Context: an optimization exercise on an open-source flow, tuned for small area, a short achievable clock period and few clock cycles per item. The choices shown serve that exercise and are no tape-out recipe.
The RTL was checked by simulation tests, not by an equivalence proof against the original design.

## design/flow/config.mk

```make
export PLATFORM = sky130hd
export DESIGN_NAME = conv_pair_top
export DESIGN_NICKNAME = conv_pair_top
export VERILOG_FILES = /design/flow/design.v
export SDC_FILE = /design/flow/constraint.sdc
export NUM_CORES = 4
export LEC_CHECK = 0
export CAP_MARGIN = 20
export CORE_MARGIN = 2
export CORE_UTILIZATION = 40
export SLEW_MARGIN = 20
```

## design/flow/constraint.sdc

```tcl
create_clock -name core_clock -period 10.0 [get_ports {clk_i}]
set_input_delay 2.0000 -clock core_clock [delete_from_list [all_inputs] [get_ports {clk_i}]]
set_output_delay 2.0000 -clock core_clock [all_outputs]
set_load 0.01 [all_outputs]
```

## design/flow/design.v

```verilog
`timescale 1ns/100ps
package conv_cfg_pkg;
    localparam int INPUT_HEIGHT  = 4;
    localparam int KERNEL_HEIGHT = 3;
    localparam int KERNEL_WIDTH  = 2;
    localparam int OUT_ROWS      = INPUT_HEIGHT - KERNEL_HEIGHT + 1;
    localparam int NUM_STEPS     = KERNEL_HEIGHT * KERNEL_WIDTH + 1;  
    localparam int NUM_CHANNELS  = 2;
    localparam int WORD_WIDTH = 16;
    localparam int ACC_WIDTH  = 32;
    typedef logic signed [WORD_WIDTH-1:0]     word_t;   
    typedef logic signed [ACC_WIDTH-1:0]      acc_t;    
    typedef logic [$clog2(NUM_STEPS)-1:0]     step_t;   
    localparam word_t WORD_MAX = 16'sh7fff;
    localparam logic [NUM_CHANNELS*NUM_STEPS*WORD_WIDTH-1:0] CONV_WEIGHTS = {
        -16'sd3,   
        -16'sd1,   
        16'sd2,   
        16'sd0,   
        16'sd1,   
        16'sd1,   
        -16'sd2,   
        16'sd5,   
        16'sd1,   
        16'sd0,   
        16'sd3,   
        -16'sd1,   
        16'sd2,   
        16'sd1    
    };
endpackage
`timescale 1ns/100ps
package conv_if_pkg;
    localparam int IF_INPUT_HEIGHT = 4;
    localparam int IF_KERNEL_WIDTH = 2;
    localparam int IF_OUT_ROWS     = 2;
    localparam int IF_WORD_WIDTH   = 16;
    localparam int IF_ACC_WIDTH    = 32;
    typedef struct packed {
        logic signed [IF_INPUT_HEIGHT-1:0][IF_KERNEL_WIDTH-1:0][IF_WORD_WIDTH-1:0] pixels;
    } window_t;
    typedef struct packed {
        logic signed [IF_OUT_ROWS-1:0][IF_ACC_WIDTH-1:0] sums;
    } channel_out_t;
    typedef struct packed {
        logic signed [IF_OUT_ROWS-1:0][IF_WORD_WIDTH-1:0] rows;
    } result_t;
    typedef logic [1:0] credit_cnt_t;
    localparam credit_cnt_t IN_CREDITS  = 2'd2;
    localparam credit_cnt_t OUT_CREDITS = 2'd2;
endpackage
`timescale 1ns/100ps
module conv_window_buffer (
    input  logic                 clk_i,
    input  logic                 reset_i,
    input  logic                 win_valid_i,
    input  conv_if_pkg::window_t win_i,
    input  logic                 pop_i,
    output conv_if_pkg::window_t win_o,
    output logic                 nonempty_o,
    output logic                 credit_o
);
    typedef logic [$clog2(conv_if_pkg::IN_CREDITS)-1:0] ptr_t;
    logic [127:0] mem [0:conv_if_pkg::IN_CREDITS-1];   
    ptr_t        wr_ptr;
    ptr_t        rd_ptr;
    conv_if_pkg::credit_cnt_t count;
    logic        full;
    logic        push;
    function automatic ptr_t next_ptr(ptr_t ptr);
        next_ptr = (ptr == ptr_t'(conv_if_pkg::IN_CREDITS - 1)) ? '0 : ptr + 1'b1;
    endfunction
    assign full       = (count == conv_if_pkg::IN_CREDITS);
    assign nonempty_o = (count != '0);
    assign push       = win_valid_i && !full;   
    always_ff @(posedge clk_i) begin
        if (reset_i) begin
            wr_ptr   <= '0;
            rd_ptr   <= '0;
            count    <= '0;
            credit_o <= 1'b0;
        end else begin
            if (push) begin
                wr_ptr <= next_ptr(wr_ptr);
            end
            if (pop_i) begin
                rd_ptr <= next_ptr(rd_ptr);
            end
            case ({push, pop_i})
                2'b10:   count <= count + 1'b1;
                2'b01:   count <= count - 1'b1;
                default: count <= count;
            endcase
            credit_o <= pop_i;   
        end
    end
    always_ff @(posedge clk_i) begin
        if (push) begin
            mem[wr_ptr] <= win_i;
        end
        if (pop_i) begin
            win_o <= conv_if_pkg::window_t'(mem[rd_ptr]);
        end
    end
endmodule
`timescale 1ns/100ps
module conv_weight_rom #(
    parameter int CHANNEL = 0
) (
    input  logic                clk_i,
    input  conv_cfg_pkg::step_t addr_i,
    output conv_cfg_pkg::word_t data_o
);
    logic addr_ok;
    assign addr_ok = (addr_i < conv_cfg_pkg::step_t'(conv_cfg_pkg::NUM_STEPS));
    always_ff @(posedge clk_i) begin
        if (addr_ok) begin
            data_o <= conv_cfg_pkg::word_t'(conv_cfg_pkg::CONV_WEIGHTS[(CHANNEL * conv_cfg_pkg::NUM_STEPS + int'(addr_i)) * conv_cfg_pkg::WORD_WIDTH +: conv_cfg_pkg::WORD_WIDTH]);
        end else begin
            data_o <= '0;
        end
    end
endmodule
`timescale 1ns/100ps
module conv_node (
    input  logic                clk_i,
    input  logic                reset_i,
    input  logic                start_i,
    input  conv_cfg_pkg::word_t [conv_cfg_pkg::KERNEL_HEIGHT-1:0]
                                [conv_cfg_pkg::KERNEL_WIDTH-1:0] column_i,
    input  conv_cfg_pkg::word_t weight_i,
    input  conv_cfg_pkg::step_t step_i,
    input  logic                step_valid_i,
    input  logic                add_bias_i,
    output conv_cfg_pkg::acc_t  sum_o
);
    localparam int NUM_TAPS = conv_cfg_pkg::KERNEL_HEIGHT * conv_cfg_pkg::KERNEL_WIDTH;
    conv_cfg_pkg::word_t [NUM_TAPS-1:0] taps;   
    conv_cfg_pkg::word_t                pixel;
    conv_cfg_pkg::acc_t                 product;
    conv_cfg_pkg::acc_t                 acc;
    assign taps = column_i;
    always_comb begin
        pixel = '0;
        if (!add_bias_i && (step_i < conv_cfg_pkg::step_t'(NUM_TAPS))) begin
            pixel = taps[step_i];
        end
        product = conv_cfg_pkg::acc_t'(pixel) * conv_cfg_pkg::acc_t'(weight_i);
    end
    always_ff @(posedge clk_i) begin
        if (reset_i || start_i) begin
            acc <= '0;   
        end else if (step_valid_i) begin
            if (add_bias_i) begin
                acc <= acc + conv_cfg_pkg::acc_t'(weight_i);   
            end else begin
                acc <= acc + product;
            end
        end
    end
    assign sum_o = acc;
endmodule
`timescale 1ns/100ps
module conv_layer #(
    parameter int CHANNEL = 0
) (
    input  logic                      clk_i,
    input  logic                      reset_i,
    input  logic                      start_i,
    input  conv_if_pkg::window_t      win_i,
    output logic                      done_o,
    output conv_if_pkg::channel_out_t result_o
);
    typedef enum logic {
        ST_IDLE,
        ST_BUSY
    } state_t;
    state_t state;
    conv_cfg_pkg::step_t  step_cnt;       
    logic   issue;          
    logic   last_step;
    conv_cfg_pkg::step_t  step_q;         
    logic   step_valid_q;
    logic   bias_q;
    conv_cfg_pkg::word_t  weight;
    assign issue     = ((state == ST_IDLE) && start_i) || (state == ST_BUSY);
    assign last_step = (step_cnt == conv_cfg_pkg::step_t'(conv_cfg_pkg::NUM_STEPS - 1));
    always_ff @(posedge clk_i) begin
        if (reset_i) begin
            state    <= ST_IDLE;
            step_cnt <= '0;
        end else begin
            case (state)
                ST_IDLE: begin
                    if (start_i) begin
                        state    <= ST_BUSY;
                        step_cnt <= conv_cfg_pkg::step_t'(1);
                    end
                end
                ST_BUSY: begin
                    if (last_step) begin
                        state    <= ST_IDLE;
                        step_cnt <= '0;
                    end else begin
                        step_cnt <= step_cnt + 1'b1;
                    end
                end
                default: state <= ST_IDLE;
            endcase
        end
    end
    always_ff @(posedge clk_i) begin
        if (reset_i) begin
            step_valid_q <= 1'b0;
            step_q       <= '0;
            bias_q       <= 1'b0;
        end else begin
            step_valid_q <= issue;
            step_q       <= step_cnt;
            bias_q       <= issue && last_step;
        end
    end
    assign done_o = (state == ST_IDLE) && !step_valid_q;
    conv_weight_rom #(
        .CHANNEL(CHANNEL)
    ) i_weight_rom (
        .clk_i,
        .addr_i (step_cnt),
        .data_o (weight)
    );
    for (genvar i = 0; i < conv_cfg_pkg::OUT_ROWS; i++) begin : g_node
        conv_node i_conv_node (
            .clk_i,
            .reset_i,
            .start_i,
            .column_i     (win_i.pixels[i +: conv_cfg_pkg::KERNEL_HEIGHT]),   
            .weight_i     (weight),
            .step_i       (step_q),
            .step_valid_i (step_valid_q),
            .add_bias_i   (bias_q),
            .sum_o        (result_o.sums[i])
        );
    end
endmodule
`timescale 1ns/100ps
module conv_merge (
    input  logic                      clk_i,
    input  logic                      reset_i,
    input  logic                      done_a_i,
    input  logic                      done_b_i,
    input  conv_if_pkg::channel_out_t chan_a_i,
    input  conv_if_pkg::channel_out_t chan_b_i,
    input  logic                      credit_i,
    output logic                      ready_o,
    output logic                      result_valid_o,
    output conv_if_pkg::result_t      result_o
);
    logic        both_done;
    logic        both_done_q;   
    logic        capture;
    logic        holding;       
    conv_if_pkg::credit_cnt_t credits;
    conv_if_pkg::result_t     merged;
    logic [conv_cfg_pkg::OUT_ROWS-1:0][conv_cfg_pkg::WORD_WIDTH-1:0] merged_rows;
    function automatic conv_cfg_pkg::word_t relu_sat(conv_cfg_pkg::acc_t a, conv_cfg_pkg::acc_t b);
        conv_cfg_pkg::acc_t sum;
        sum = a + b;
        if (sum < 0) begin
            relu_sat = '0;
        end else if (sum > conv_cfg_pkg::acc_t'(conv_cfg_pkg::WORD_MAX)) begin
            relu_sat = conv_cfg_pkg::WORD_MAX;
        end else begin
            relu_sat = conv_cfg_pkg::word_t'(sum);
        end
    endfunction
    for (genvar r = 0; r < conv_cfg_pkg::OUT_ROWS; r++) begin : g_row
        assign merged_rows[r] = relu_sat(chan_a_i.sums[r], chan_b_i.sums[r]);
    end
    assign merged = conv_if_pkg::result_t'(merged_rows);
    assign both_done      = done_a_i && done_b_i;
    assign capture        = both_done && !both_done_q && !holding;   
    assign ready_o        = !holding;
    assign result_valid_o = holding && (credits != '0);
    always_ff @(posedge clk_i) begin
        if (reset_i) begin
            both_done_q <= 1'b1;   
            holding     <= 1'b0;
            credits     <= conv_if_pkg::OUT_CREDITS;
        end else begin
            if (!both_done) begin
                both_done_q <= 1'b0;
            end else if (capture) begin
                both_done_q <= 1'b1;
            end
            if (capture) begin
                holding <= 1'b1;
            end else if (result_valid_o) begin
                holding <= 1'b0;
            end
            case ({result_valid_o, credit_i})
                2'b10:   credits <= credits - 1'b1;
                2'b01:   credits <= credits + 1'b1;
                default: credits <= credits;
            endcase
        end
    end
    always_ff @(posedge clk_i) begin
        if (capture) begin
            result_o <= merged;
        end
    end
endmodule
`timescale 1ns/100ps
module conv_pair_top (
    input  logic                 clk_i,
    input  logic                 reset_i,
    input  logic                 win_valid_i,
    input  logic [127:0]         win_i,            
    output logic                 credit_o,
    input  logic                 credit_i,
    output logic                 result_valid_o,
    output logic [31:0]          result_o          
);
    conv_if_pkg::window_t      win_in;
    conv_if_pkg::result_t      result;
    assign win_in   = conv_if_pkg::window_t'(win_i);
    assign result_o = 32'(result);
    conv_if_pkg::window_t      win;
    logic         nonempty;
    logic         pop;
    logic         done_a;
    logic         done_b;
    conv_if_pkg::channel_out_t chan_a;
    conv_if_pkg::channel_out_t chan_b;
    logic         merge_ready;
    assign pop = nonempty && done_a && done_b && merge_ready;
    conv_window_buffer i_window_buffer (
        .clk_i,
        .reset_i,
        .win_valid_i,
        .win_i      (win_in),
        .pop_i      (pop),
        .win_o      (win),
        .nonempty_o (nonempty),
        .credit_o
    );
    conv_layer #(
        .CHANNEL(0)
    ) i_layer_a (
        .clk_i,
        .reset_i,
        .start_i  (pop),
        .win_i    (win),
        .done_o   (done_a),
        .result_o (chan_a)
    );
    conv_layer #(
        .CHANNEL(1)
    ) i_layer_b (
        .clk_i,
        .reset_i,
        .start_i  (pop),
        .win_i    (win),
        .done_o   (done_b),
        .result_o (chan_b)
    );
    conv_merge i_merge (
        .clk_i,
        .reset_i,
        .done_a_i (done_a),
        .done_b_i (done_b),
        .chan_a_i (chan_a),
        .chan_b_i (chan_b),
        .credit_i,
        .ready_o  (merge_ready),
        .result_valid_o,
        .result_o (result)
    );
endmodule
```

## design/flow/run.sh

```bash
#!/bin/bash
# synth_recipe.tcl (not shown) runs the flow's synth.tcl, then flattens the netlist and writes it again
# the make line also repeats each setting of config.mk as NAME=value (left out here)
make -C /OpenROAD-flow-scripts/flow DESIGN_CONFIG=/design/flow/config.mk WORK_HOME=/design/flow/orfs CLKGATE_MAP_FILE= SYNTH_SCRIPT=/design/flow/synth_recipe.tcl finish
```

==> impl_results.md, run 1 <==
- Post-synth EDFFs: 416
- H-tree levels: 3
- Beginning of the worst hold path: i_window_buffer.count[1]
- Port Buffers: 165
- CTS root buf: clkbuf_16
- R2R Setup Slk: 870 ps
- FF-to-FF path depth: 26
- GPL Wtd Cong: 0.9500
- Distinct cells, synth: 97
- Starting Density: 0.4022
- Synth top area share: 0.2761
- Worst rel slew slack: 0.2676
- Critical path capture point type: register
- XOR/XNOR Fraction of Synth Area: 0.03531
- Synth Area in Adders: 0.3859
- RR Startpoint: i_layer_b.step_q[1]
- WP data arrival: 9650 ps
- CORE AREA: 169,100 µm²
- WL final: 194,700 µm
- Drt pass-1 iters: 5
- Fin. max-slew vios: 0
- Pin count of the biggest net entering global routing: 84
- Setup ws final: 874.7 ps
- Setup bufs post-CTS: 0
- Synth area leader: fa_1
- Ys flop type: edfxtp_1
- Post_cts resized: 0
- First-pass GRT wire length: 303,200 µm
- Worst min path class: register to register
- Die area: 173,300 µm²
- Status: no timing/DRC/antenna violations
- Design Area, Final: 74,790 µm²
- Main combinational cell family by area after synthesis: adder cells
- Crit share post-route: 0.9125
- Crit-path max FO: 31
- Number of max-cap violations: 0
- Vias per cell: 5.279
- Gate Count Post-Synth: 6,831
- Synth Warn #: 7
- Simple-Gate Fraction of Synth Area: 0.08532
- Avg Cell Area, Syn: 9.955 µm²
- WL per Instance: 21.09 µm
- Ports: 166
- Die width: 416.3 µm
- P&R area growth vs syn: 9.974%
- CTS max path bufs: 3
- Final worst path period need: 9125 ps
- Endpoints failing hold: 0
- Share of cells above drive strength 1: 0.06613
- TNS Setup: 0 ps
- Worst-path clk slew: 60 ps
- Clock Sink Count: 578
- Commonest non-fill, non-tap cell in the layout: inv_1
- HPWL after DPL: 161,500 µm
- RR Endpoint: i_layer_b.g_node[0].i_conv_node.acc[31]
- Cell Rows: 151
- Proportion of synthesized area in mux cells: 0.05396
- Synth Area in Compound Gates: 0.1155
- Footprint of the multi-input gates: 46,030 µm²
- Num CTS Buffers: 69
- RSZ-0062 raised after global routing: no
- FMAX: 109.6 MHz
- Least-Margin Pin Slew: 1090 ps
- Pre-CTS setup slack: 1053 ps
- Total grt overflow: 0
- Cell area after synthesis: 68,000 µm²
- Sequential share of the synthesized area: 0.2314
- Final Non-Filler Cells: 9,235
- Async set or reset register ratio after synthesis: 0
- Sequential Area: 15,770 µm²
- Post-Place Cells: 9,112
- Drt first-iter violations: 3,398
- Via count: 48,750
- CP required: 10,520 ps
- Most frequent cells in the layout: inv_1 (1,464), fa_1 (938), ha_1 (595), nor2_1 (435), edfxtp_1 (416)
- Final setup violation count: 0
- Layout Skew: 31.58 ps
- #FFs+latches synth: 578
- GRT Overall Usage: 0.2283
- Post-route antenna net violation count: 0
- Final net count: 8,630
- DRC viols: 0
- Type of origin of the critical path: register
- Hold buffer count at CTS: 0
- Area after DPL: 72,460 µm²
- Number of global-route vias before repair: 51,300
- Min-Delay Path Depth: 2
- Worst Path Class, Setup: register to register
- Die span in y: 416.3 µm
- Clock latency on the worst-skew pair: 700 ps
- CTS tree: done
- FILL cells: 16,040
- Synth area leaders: fa_1 (28%), edfxtp_1 (18%), ha_1 (11%)
- Hold Path Sink: i_window_buffer.count[1]
- Initial antenna violation count: 2
==> critical path, stage by stage (launching register included) <==
cell       delay (ps)
dfxtp_1           510
inv_1             820
a21oi_1           450
nor3_1            950
mux2_2            440
ha_1              190
or2_2             350
fa_1              560
inv_1              60
fa_1              520
inv_1              50
fa_1              450
fa_1              490
inv_1              50
fa_1              470
inv_1              40
ha_1              340
a2111oi_0         420
a32oi_1           160
o211ai_1          230
o21ai_0           260
a31oi_1           330
o21ai_0           210
a21o_1            210
a21oi_1           170
xnor2_1           130
a22oi_1            70
==> kinds of logic (layout without fill, tap and decap cells) <==
group,Yosys count,after routing
adder cells (fa/ha/maj),1535,1535
AO/OA/AOI/OAI,1231,1231
buffers and inverters,1669,1853
other,1,3
multiplexers,297,297
AND/OR/NAND/NOR,1248,1248
XOR/XNOR,272,272
flip-flops,578,578
==> cells in the mapped netlist, drive strengths merged, types with 29 or more instances <==
cell,number
nand2,294
o21bai,35
mux2i,100
nor3,150
nor2,438
a21o,128
ha,595
nand3,60
nor2b,37
o21ai,243
mux2,157
a211oi,76
mux4,40
fa,938
inv,1466
xor2,96
a21oi,413
and2,94
edfxtp,416
clkbuf,176
o21a,48
xnor2,176
a31oi,46
dfxtp,162
nor4,29
nand2b,41
==> through the flow <==
step | hold slack [ps] | utilization
2_1_floorplan | 469.5 | -
3_3_place_gp | 489.8 | 0.4285
3_5_place_dp | 495.3 | 0.4285
4_1_cts | 503.5 | 0.4422
5_1_grt | 545.0 | 0.4423
6_report | 505.5 | 0.4423
==> layout make-up <==
cell class                      count  share of cell area
Clock inverter                     28            0.005605
Tap cell                         2218             0.03711
Multi-Input combinational cell   4585              0.6155
Sequential cell                   578              0.2109
Inverter                         1469             0.07380
Antenna cell                        1          0.00003346
Timing Repair Buffer              262             0.03175
Clock buffer                       94             0.02528
==> flip-flops by register name (all words and copies together) (netlist names), 2 cells and up <==
register	count
i_layer_a.g_node.i_conv_node.acc	64
i_layer_b.i_weight_rom.data_o	3
i_layer_b.g_node.i_conv_node.acc	64
i_layer_a.i_weight_rom.data_o	4
i_window_buffer.count	2
i_merge.credits	2
i_layer_b.step_q	3
i_window_buffer.mem	256
i_layer_b.step_cnt	3
i_window_buffer.win_o	128
i_layer_a.step_cnt	3
i_layer_a.step_q	3
i_merge.result_o	32
==> layer usage <==
metal | up-vias | part of all wire | global-route usage
li1 | 22830 | - | -
met1 | 24380 | 0.44 | 0.3053
met2 | 1247 | 0.47 | 0.3757
met3 | 284 | 0.051 | 0.03027
met4 | 2 | 0.043 | 0.08980
met5 | - | 0.000067 | 0
==> how the worst max path moves through the flow <==
| stage | start | end | slack [ps] | depth (start not counted) |
|---|---|---|---|---|
| 2_1_floorplan | i_layer_a.i_weight_rom.data_o[14] | i_layer_a.g_node[1].i_conv_node.acc[31] | 860 | 27 |
| 3_3_place_gp | i_layer_b.step_q[1] | i_layer_b.g_node[0].i_conv_node.acc[31] | 1180 | 26 |
| 3_5_place_dp | i_layer_b.step_q[1] | i_layer_b.g_node[0].i_conv_node.acc[31] | 1050 | 26 |
| 4_1_cts | i_layer_b.step_q[1] | i_layer_b.g_node[0].i_conv_node.acc[31] | 1030 | 26 |
| 5_1_grt | i_layer_b.step_q[1] | i_layer_b.g_node[0].i_conv_node.acc[31] | 430 | 26 |
| 6_report | i_layer_b.step_q[1] | i_layer_b.g_node[0].i_conv_node.acc[31] | 870 | 26 |
Testbench counts, summed over its fixed seeds: cycles 7,704, items 960.
==> run 2, diff against run 1 <==
==> design/flow/design.v (replaced) <==
`timescale 1ns/100ps
package conv_cfg_pkg;
    localparam int INPUT_HEIGHT  = 4;
    localparam int KERNEL_HEIGHT = 3;
    localparam int KERNEL_WIDTH  = 2;
    localparam int OUT_ROWS      = INPUT_HEIGHT - KERNEL_HEIGHT + 1;
    localparam int NUM_STEPS     = KERNEL_HEIGHT * KERNEL_WIDTH + 1;  
    localparam int NUM_CHANNELS  = 2;
    localparam int WORD_WIDTH = 16;
    localparam int ACC_WIDTH  = 32;
    typedef logic signed [WORD_WIDTH-1:0]     word_t;   
    typedef logic signed [ACC_WIDTH-1:0]      acc_t;    
    typedef logic [$clog2(NUM_STEPS)-1:0]     step_t;   
    localparam word_t WORD_MAX = 16'sh7fff;
    localparam logic [NUM_CHANNELS*NUM_STEPS*WORD_WIDTH-1:0] CONV_WEIGHTS = {
        -16'sd3,   
        -16'sd1,   
        16'sd2,   
        16'sd0,   
        16'sd1,   
        16'sd1,   
        -16'sd2,   
        16'sd5,   
        16'sd1,   
        16'sd0,   
        16'sd3,   
        -16'sd1,   
        16'sd2,   
        16'sd1    
    };
endpackage
`timescale 1ns/100ps
package conv_if_pkg;
    localparam int IF_INPUT_HEIGHT = 4;
    localparam int IF_KERNEL_WIDTH = 2;
    localparam int IF_OUT_ROWS     = 2;
    localparam int IF_WORD_WIDTH   = 16;
    localparam int IF_ACC_WIDTH    = 32;
    typedef struct packed {
        logic signed [IF_INPUT_HEIGHT-1:0][IF_KERNEL_WIDTH-1:0][IF_WORD_WIDTH-1:0] pixels;
    } window_t;
    typedef struct packed {
        logic signed [IF_OUT_ROWS-1:0][IF_ACC_WIDTH-1:0] sums;
    } channel_out_t;
    typedef struct packed {
        logic signed [IF_OUT_ROWS-1:0][IF_WORD_WIDTH-1:0] rows;
    } result_t;
    typedef logic [1:0] credit_cnt_t;
    localparam credit_cnt_t IN_CREDITS  = 2'd2;
    localparam credit_cnt_t OUT_CREDITS = 2'd2;
endpackage
`timescale 1ns/100ps
module conv_pair_top (
    input  logic                 clk_i,
    input  logic                 reset_i,
    input  logic                 win_valid_i,
    input  logic [127:0]         win_i,            
    output logic                 credit_o,
    input  logic                 credit_i,
    output logic                 result_valid_o,
    output logic [31:0]          result_o          
);
    logic [1:0][14:0] row_sat;
    for (genvar i = 0; i < 2; i++) begin : g_row
        logic signed [15:0] p0;    
        logic signed [15:0] p1;    
        logic signed [15:0] q1;    
        logic signed [15:0] r0;    
        logic signed [19:0] sum;
        assign p0 = win_i[(2 * i) * 16 +: 16];
        assign p1 = win_i[(2 * i + 1) * 16 +: 16];
        assign q1 = win_i[(2 * i + 3) * 16 +: 16];
        assign r0 = win_i[(2 * i + 4) * 16 +: 16];
        assign sum = 20'sd2 - 20'(p0) + 20'sd3 * (20'(p1) + 20'(q1)) + 20'sd2 * 20'(r0);
        assign row_sat[i] = sum[19]           ? 15'd0 :
                            (|sum[18:15])     ? 15'h7fff :
                                                sum[14:0];
    end
    logic [1:0][29:0] entry;
    logic [1:0]       entry_valid;
    logic             wr_ptr;
    logic             rd_ptr;
    logic [1:0]       out_credits;
    logic             send;
    logic [29:0]      head;
    assign send           = entry_valid[rd_ptr] && (out_credits != 2'd0);
    assign result_valid_o = send;
    assign credit_o       = send;
    assign head           = entry[rd_ptr];
    assign result_o       = {1'b0, head[29:15], 1'b0, head[14:0]};
    always_ff @(posedge clk_i) begin
        if (reset_i) begin
            entry_valid <= 2'b00;
            wr_ptr      <= 1'b0;
            rd_ptr      <= 1'b0;
            out_credits <= 2'd2;
        end else begin
            if (win_valid_i) begin
                entry_valid[wr_ptr] <= 1'b1;
                wr_ptr              <= !wr_ptr;
            end
            if (send) begin
                entry_valid[rd_ptr] <= 1'b0;
                rd_ptr              <= !rd_ptr;
            end
            case ({send, credit_i})
                2'b10:   out_credits <= out_credits - 1'b1;
                2'b01:   out_credits <= out_credits + 1'b1;
                default: out_credits <= out_credits;
            endcase
        end
    end
    always_ff @(posedge clk_i) begin
        if (win_valid_i) begin
            entry[wr_ptr] <= row_sat;
        end
    end
endmodule
==> impl_results.md, run 2 <==
- CP max-delay cell: clkdlybuf4s50_1 (was nor3_1)
- Layout Skew: 4.625 ps (was 31.58 ps)
- CTS root buf: clkbuf_16 (unchanged)
- Synth Warn #: 1 (was 7)
- Type of origin of the critical path: primary input (was register)
- Number of global-route vias before repair: 6,251 (was 51,300)
- Drt pass-1 iters: 4 (was 5)
- Commonest non-fill, non-tap cell in the layout: inv_1 (unchanged)
- Die width: 150.4 µm (was 416.3 µm)
- Pre-CTS setup slack: 1357 ps (was 1053 ps)
- Worst Path Class, Setup: primary input to register (was register to register)
- CTS tree: done (unchanged)
- P&R area growth vs syn: 24.27% (was 9.974%)
- HPWL after DPL: 16,010 µm (was 161,500 µm)
- GRT Overall Usage: 0.1727 (was 0.2283)
- Post_cts resized: 0 (unchanged)
- Final net count: 1,367 (was 8,630)
- CTS max path bufs: 2 (was 3)
- Fin. max-slew vios: 0 (unchanged)
- Worst rel slew slack: 0.4773 (was 0.2676)
- Port Buffers: 147 (was 165)
- TNS Setup: 0 ps (unchanged)
- FMAX: 119.7 MHz (was 109.6 MHz)
- Least-Margin Pin Slew: 782.2 ps (was 1090 ps)
- Ys flop type: edfxtp_1 (unchanged)
- Share of cells above drive strength 1: 0.06379 (was 0.06613)
- Distinct cells, synth: 67 (was 97)
- Synth top area share: 0.2100 (was 0.2761)
- H-tree levels: 3 (unchanged)
- GPL Wtd Cong: 0.8875 (was 0.9500)
- Status: no timing/DRC/antenna violations (unchanged)
- Clock Sink Count: 66 (was 578)
- WP depth: 22 (was 26)
- CP required: 10,120 ps (was 10,520 ps)
- Gate Count Post-Synth: 911 (was 6,831)
- Cell Rows: 53 (was 151)
- Hold buffer count at CTS: 0 (unchanged)
- Starting Density: 0.4081 (was 0.4022)
- Min-Delay Path Depth: 2 (unchanged)
- Initial antenna violation count: 2 (unchanged)
- Async set or reset register ratio after synthesis: 0 (unchanged)
- Clock latency on the worst-skew pair: 330 ps (was 700 ps)
- First-pass GRT wire length: 30,750 µm (was 303,200 µm)
- Endpoints failing hold: 0 (unchanged)
- CORE AREA: 21,020 µm² (was 169,100 µm²)
- Number of max-cap violations: 0 (unchanged)
- Crit-path max FO: 18 (was 31)
- Final Non-Filler Cells: 1,343 (was 9,235)
- Worst-path clk slew: 50 ps (was 60 ps)
- Synth top cells by count: inv_1 (213), ha_1 (103), fa_1 (71) (was inv_1 (1,465), fa_1 (938), ha_1 (595))
- Synth area leaders: edfxtp_1 (21%), fa_1 (17%), ha_1 (15%) (was fa_1 (28%), edfxtp_1 (18%), ha_1 (11%))
- CP max stage delay: 600 ps (was 950 ps)
- Post-synth EDFFs: 60 (was 416)
- Die area: 22,630 µm² (was 173,300 µm²)
- Crit path buffers/inverters: 3 (was 5)
- Total grt overflow: 0 (unchanged)
- Post-Place Cells: 1,325 (was 9,112)
- Final worst path period need: 8353 ps (was 9125 ps)
- Pin count of the biggest net entering global routing: 36 (was 84)
- Vias per cell: 4.875 (was 5.279)
- Crit share post-route: 0.8353 (was 0.9125)
- RSZ-0062 raised after global routing: no (unchanged)
- Ports: 166 (unchanged)
- Die span in y: 150.4 µm (was 416.3 µm)
- WL final: 19,050 µm (was 194,700 µm)
- DRC viols: 0 (unchanged)
- Drt first-iter violations: 345 (was 3,398)
- WL per Instance: 14.19 µm (was 21.09 µm)
- Avg Cell Area, Syn: 9.416 µm² (was 9.955 µm²)
- FF-to-FF path depth: 6 (was 26)
- Post-route antenna net violation count: 0 (unchanged)
- Synth area leader: edfxtp_1 (was fa_1)
- Sequential share of the synthesized area: 0.2240 (was 0.2314)
- Final setup violation count: 0 (unchanged)
- Critical path capture point type: register (unchanged)
- Count leader, synth: inv_1 (unchanged)
- Setup bufs post-CTS: 0 (unchanged)
- Most frequent cells in the layout: inv_1 (213), clkdlybuf4s50_1 (147), ha_1 (103), fa_1 (71), edfxtp_1 (60) (was inv_1 (1,464), fa_1 (938), ha_1 (595), nor2_1 (435), edfxtp_1 (416))
- Via count: 6,547 (was 48,750)
- Cell Chain, Critical Path: clkdlybuf4s50_1 -> ha_1 -> a21o_1 -> a21oi_1 -> o21ai_1 -> a311oi_1 -> nor4_1 -> a2111oi_1 -> xor2_1 -> ha_1 -> fa_1 -> inv_1 -> fa_1 -> ha_1 -> a21o_1 -> a21o_1 -> or4_1 -> nand3_1 -> a211oi_2 -> xor2_1 -> buf_4 -> a21boi_0
- Setup ws final: 1647 ps (was 874.7 ps)
- WP data arrival: 8480 ps (was 9650 ps)
- Num CTS Buffers: 9 (was 69)
- Worst min path class: register to register (unchanged)
- Cell area after synthesis: 8578 µm² (was 68,000 µm²)
- Largest delay share family, worst path: compound AO/OA/AOI/OAI gates (was adder cells)
- #FFs+latches synth: 66 (was 578)
[run 2: cell types whose count changed after synthesis, moves of 105 or more]
cell / change
fa_1: -867
nor2_1: -387
xnor2_1: -133
edfxtp_1: -356
o21ai_0: -216
mux2_2: -127
a21oi_1: -367
nand2_1: -271
a21o_1: -105
inv_1: -1252
dfxtp_1: -156
nor3_1: -130
ha_1: -492
clkbuf_1: -174
[run 2: cell type report]
cell class / instances / area [µm²]
repair buffers: 151 / 1501
clock inverters: 4 / 22.52
well taps: 275 / 344.1
diodes: 2 / 5.005
flip-flops and latches: 66 / 1922
clock buffers: 12 / 267.8
multi-input cells: 620 / 5798
inverters: 213 / 799.5
fillers: 2009 / 10360
[run 2: tightest hold or removal path: cells and delay by family (launching register included)]
family | cells | cell delay, ps
AOI/OAI and AO/OA | 1 | 50
DFF | 1 | 310
and+or+nand+nor | 1 | 100
[run 2: worst paths after layout]
| kind | start | to | slack [ps] |
|---|---|---|---|
| max | win_i[49] | register | 1650 |
| min | entry_valid[0] | entry_valid[0] | 500 |
| max reg2reg | rd_ptr | out_credits[1] | 7770 |
| min reg2reg | entry_valid[0] | entry_valid[0] | 500 |
[run 2: logic make-up after synthesis]
group                      share of synthesized area
other                                      0.0004372
buffers and inverters                         0.1020
xor gates and xnor gates                     0.06228
adders and majority gates                     0.3159
AOI/OAI and AO/OA                             0.1660
DFF                                           0.2240
muxes                                        0.04171
and+or+nand+nor                              0.08766
[run 2: through the flow]
stage	instance area [µm²]	hold slack, ps	util
5_1_grt	10660	545.6	0.5069
3_5_place_dp	10360	502.2	0.4931
4_1_cts	10660	509.8	0.5069
3_3_place_gp	10350	496.4	0.4926
2_1_floorplan	8582	465.5	-
6_report	10660	504.8	0.5071
[run 2: per-layer routing]
| layer | track usage | up-vias | part of all wire |
|---|---|---|---|
| li1 | - | 3373 | - |
| met1 | 0.2475 | 3001 | 0.50 |
| met2 | 0.2700 | 160 | 0.43 |
| met3 | 0.03242 | 11 | 0.061 |
| met4 | 0.04104 | 2 | 0.011 |
| met5 | 0 | - | 0.00068 |
Testbench counts of run 2, summed over its fixed seeds: cycles 968, items 960.

==> separate check: timing with driven ports <==
In the flow no input, the clock included, has a driving cell. The finished layouts below were timed again as built, in two steps. Step 1: set_driving_cell puts a clkbuf_16 on clk_i and a buf_2 on each other input, an assumption about the parent block. Step 2 adds t to the input delays and takes it off the output delays; t is the mean of the earliest and latest rising clock arrival at the registers after step 1. Input paths then give back, and output paths get back, about the clock's delay inside the block. Three values: no drivers, after step 1, after step 2; two values: the first two.
| run | t (ns) | setup WS [ns] | worst hold slack (ns) | worst setup path at the end | worst slew at a driven data input, ns |
|---|---|---|---|---|---|
| run 1 | 0.755 | 0.875 / 0.875 / 0.875 | 0.506 / 0.506 / 0.506 | register to register | 0.05 |
| run 2 | 0.364 | 1.647 / 1.635 / 1.271 | 0.505 / 0.505 / 0.505 | input to register | 0.08 |
After both steps setup and hold are still met in every run listed. For run 2, which loses most, drivers alone change the setup slack by -0.012 ns; drivers and shift together by -0.376 ns.
